Background: an optimization exercise with open tools, aiming at small area. Do not read the settings as production practice.
Function was checked by simulation only, so behaviour that the tests miss may differ from the original.
Power figures rest on the tool's default switching activity, not on a simulated workload.

east:
Design fft_dit_top, start of the top module:
module fft_dit_top (
   input  logic        clk,
   input  logic        rst_n,
   input  logic [15:0] in_x,
   input  logic        in_nd,
   output logic [15:0] out_x,
   output logic        out_nd,
   output logic        overflow
);
==> flow/config.mk <==
export PLATFORM = sky130hd
export DESIGN_NAME = fft_dit_top
export DESIGN_NICKNAME = fft_dit_top
export VERILOG_FILES = /design/flow/design.v
export SDC_FILE = /design/flow/constraint.sdc
export NUM_CORES = 4
export LEC_CHECK = 0
export CAP_MARGIN = 20
export CORE_MARGIN = 2
export CORE_UTILIZATION = 70
export CTS_BUF_LIST = sky130_fd_sc_hd__clkbuf_8
export CTS_CLUSTER_DIAMETER = 50
export CTS_CLUSTER_SIZE = 18
export SLEW_MARGIN = 20
==> flow/constraint.sdc <==
create_clock -name core_clock -period 10.0 [get_ports {clk}]
set_input_delay 2.0000 -clock core_clock [delete_from_list [all_inputs] [get_ports {clk}]]
set_output_delay 2.0000 -clock core_clock [all_outputs]
set_load 0.01 [all_outputs]
run.sh (not shown) runs the stock make flow with config.mk's settings and CLKGATE_MAP_FILE= SYNTH_SCRIPT=/design/flow/synth_recipe.tcl, a recipe that flattens the netlist after the stock synthesis.
east ended with every stage complete and zero timing, DRC or antenna violations.
Inputs modified between east and middle:
- CORE_UTILIZATION now 60, was 70
- CTS_BUF_LIST now sky130_fd_sc_hd__clkbuf_8 sky130_fd_sc_hd__clkbuf_16, was sky130_fd_sc_hd__clkbuf_8
--- outcome ---
east → middle: remaining max-slew budget at the tightest pin climbed 2.7 points; utilization after layout dropped 8.5 points; via count dropped 326; growth of design area from synthesis to finish climbed 3.9 points; clock-buffer cell count climbed 9.
Against east as the reference, middle delivers a higher worst path arrival time.
Side by side, final area turned out higher in middle than in east.
From east to middle the numbers moved as follows: cell count moved up; row count went up 7.9%; switching portion of total power moved down.

========
Starting RTL as in the previous note.
// fft_dit_top
module fft_dit_top (
   input  logic        clk,
   input  logic        rst_n,
   input  logic [15:0] in_x,
   input  logic        in_nd,
   output logic [15:0] out_x,
   output logic        out_nd,
   output logic        overflow
);
Settings: LEC_CHECK=0, CAP_MARGIN=20, CORE_MARGIN=2, CORE_UTILIZATION=60, CTS_BUF_LIST=sky130_fd_sc_hd__clkbuf_8, CTS_CLUSTER_DIAMETER=40, CTS_CLUSTER_SIZE=20, SLEW_MARGIN=20; clock period 10.0 ns.
The starting point finished with timing, DRC and antenna clean.
Edit:
CTS_CLUSTER_DIAMETER = 50   (was 40)
CTS_CLUSTER_SIZE = 18   (was 20)
What happened:
- The new run finished clean
- global-route usage drops by 0.26 points
- die area is unchanged
- first-iteration DRC count went up by 0.85%
- power came out lower by 8.0%
- routed wire length goes down by 0.50%
- worst setup slack improved by 0.041 ns
- non-clock buffer count is unchanged
- clock skew went down by 0.017 ns
Edit:
==> flow/flow/run.sh (new file) <==
#!/bin/bash
# Own flow: the standard layout (standard.sh, unchanged synthesis and
# steps), with each port buffer made of the smallest buffer cell instead of
# the default choice. The full make output goes to standard.log.
set -o pipefail
export BUFFER_PORTS_ARGS="-buffer_cell sky130_fd_sc_hd__buf_1"
bash standard.sh > standard.log 2>&1
==> flow/standard.sh (new file) <==
#!/bin/bash
# synth_recipe.tcl (not shown) runs the flow's synth.tcl, then flattens the netlist and writes it again
# the make line also repeats each setting of config.mk as NAME=value (left out here)
make -C /OpenROAD-flow-scripts/flow DESIGN_CONFIG=/design/flow/config.mk WORK_HOME=/design/flow/orfs CLKGATE_MAP_FILE= SYNTH_SCRIPT=/design/flow/synth_recipe.tcl "${@:-finish}"
CORE_UTILIZATION = 70   (was 60)
removed: flow/run.sh
Result: Core utilization went up by 9.3 points. Clock-buffer cell count went down by 3. Clock skew went up by 0.034 ns. Hold slack got worse by 0.027 ns. Fmax went down by about 0.36%. Cell area went down by 2.2%. Via count went up by about 2.3%. Die area went down by 14%. Setup slack got worse by 0.028 ns.
Edit:
==> flow/flow/run.sh (replaced) <==
#!/bin/bash
# Own flow: the standard layout, with the port buffers made of the
# smallest buffer cell instead of the default choice.
set -o pipefail
cp standard.sh standard_copy.sh.txt 2>/dev/null
export BUFFER_PORTS_ARGS="-buffer_cell sky130_fd_sc_hd__buf_1"
bash standard.sh > standard.log 2>&1
CORE_UTILIZATION = 60   (was 70)
What happened:
- count of clock-buffer cells in the layout increases by 3
- worst setup slack improves by 0.34 ns
- first-iteration DRC count decreases by about 30%

========
branch indigo:
Another version of the RTL of fft_dit_top (not shown whole).
Size in the first run: about 560 flip-flops, roughly 37 I/O pins, about 0.021 mm^2 of cells after synthesis.
Design fft_dit_top, start of the top module:
module fft_dit_top (
   input  logic        clk,
   input  logic        rst_n,
   input  logic [15:0] in_x,
   input  logic        in_nd,
   output logic [15:0] out_x,
   output logic        out_nd,
   output logic        overflow
);
clock: 10.0 ns
lec_check: 0
cap_margin: 20
core_margin: 2
core_utilization: 60
cts_buf_list: sky130_fd_sc_hd__clkbuf_8
cts_cluster_diameter: 50
cts_cluster_size: 18
gpl_routability_driven: 0
gpl_timing_driven: 0
slew_margin: 20
Stock flow here: none of the scripts above is used.
Setup changes, branch indigo to branch xenon
Settings: swapping 60 for 40 in CORE_UTILIZATION; clearing GPL_ROUTABILITY_DRIVEN, which used to be 0; clearing GPL_TIMING_DRIVEN, which used to be 0.
Results
- The total power number comes out lower for branch xenon vs branch indigo.
- Looking at launching instance or port of the critical path, the u_ctrl.rot[1] result is from branch xenon; the u_ctrl.stage[0] one comes from branch indigo.
- For routed wirelength normalized by instance count, dividing the value from branch xenon by the value from branch indigo gives 0.886.
- Diff branch indigo -> branch xenon: critical path depth up 3; maximum frequency up about 0.7%.
- Of branch xenon and branch indigo, it is branch xenon that has the lower global-route wire length before repair.
- Comparing branch indigo and branch xenon, the higher total number of vias is on branch indigo.
- Post-layout minimum cycle time: branch indigo and branch xenon compared, lower one is branch xenon
- For fraction of area in multi-input gates, branch indigo and branch xenon come out practically identical.
- Between branch xenon and branch indigo, it is branch xenon whose worst hold slack is lower, by 5.8 ps.
- Compared branch xenon against branch indigo; post-layout instance area within noise.

========
fft_dit_top again, from the RTL that the note above started with.
Settings: LEC_CHECK=0, CAP_MARGIN=20, CORE_MARGIN=2, CORE_UTILIZATION=60, CTS_BUF_LIST=sky130_fd_sc_hd__clkbuf_8, CTS_CLUSTER_DIAMETER=50, CTS_CLUSTER_SIZE=18, SLEW_MARGIN=20; clock period 10.0 ns.
The starting point produced a clean layout.
Edit:
Settings changed: CAP_MARGIN 20 to 5, SLEW_MARGIN 20 to 5.
Effect: Core utilization does not change. Fmax stays the same. Hold slack stays the same. Area after synthesis does not change. Via count is unchanged. Synthesized cell count stays the same. Worst setup slack does not change. Combinational power is about the same. Total power stays the same. Routed wire length is unchanged. Design area is unchanged.

what the ideal ports hide:
The flow's constraints put no driver on any port. The routed layouts listed below were extracted and timed again, unchanged, in two steps.
Step 1 (the two cells are an assumption about what drives the block):
set clk [get_ports {clk}]
set_driving_cell -lib_cell sky130_fd_sc_hd__clkbuf_16 $clk
set_driving_cell -lib_cell sky130_fd_sc_hd__buf_2 [delete_from_list [all_inputs] $clk]
Step 2 times the ports against the registers' clock, not the clock port: input delays grow and output delays shrink by t, the midpoint of the rising clock arrivals with the driver on.
a / b / c = ideal / step 1 / step 2; a / b = the first two.
run	shift t [ns]	slack for setup (ns)	clock arrival spread, ns	worst data-port slew with drivers (ns)
east	0.623	2.227 / 2.227 / 2.227	0.051 / 0.051	0.03
middle	0.628	2.199 / 2.199 / 2.199	0.019 / 0.020	0.04
the first run of note 2	0.663	2.190 / 2.190 / 2.190	0.048 / 0.049	0.04
the second run of note 2	0.698	2.231 / 2.231 / 2.231	0.034 / 0.034	0.04
the third run of note 2	0.647	2.203 / 2.203 / 2.203	0.064 / 0.064	0.04
the fourth run of note 2	0.690	2.544 / 2.544 / 2.544	0.043 / 0.044	0.04
branch indigo	0.690	2.652 / 2.652 / 2.652	0.033 / 0.033	0.04
branch xenon	0.695	2.706 / 2.706 / 2.706	0.056 / 0.057	0.04
the first run of note 4	0.690	2.644 / 2.644 / 2.644	0.054 / 0.054	0.06
the second run of note 4	0.690	2.644 / 2.644 / 2.644	0.054 / 0.054	0.06
After both steps setup and hold are still met in every run listed.
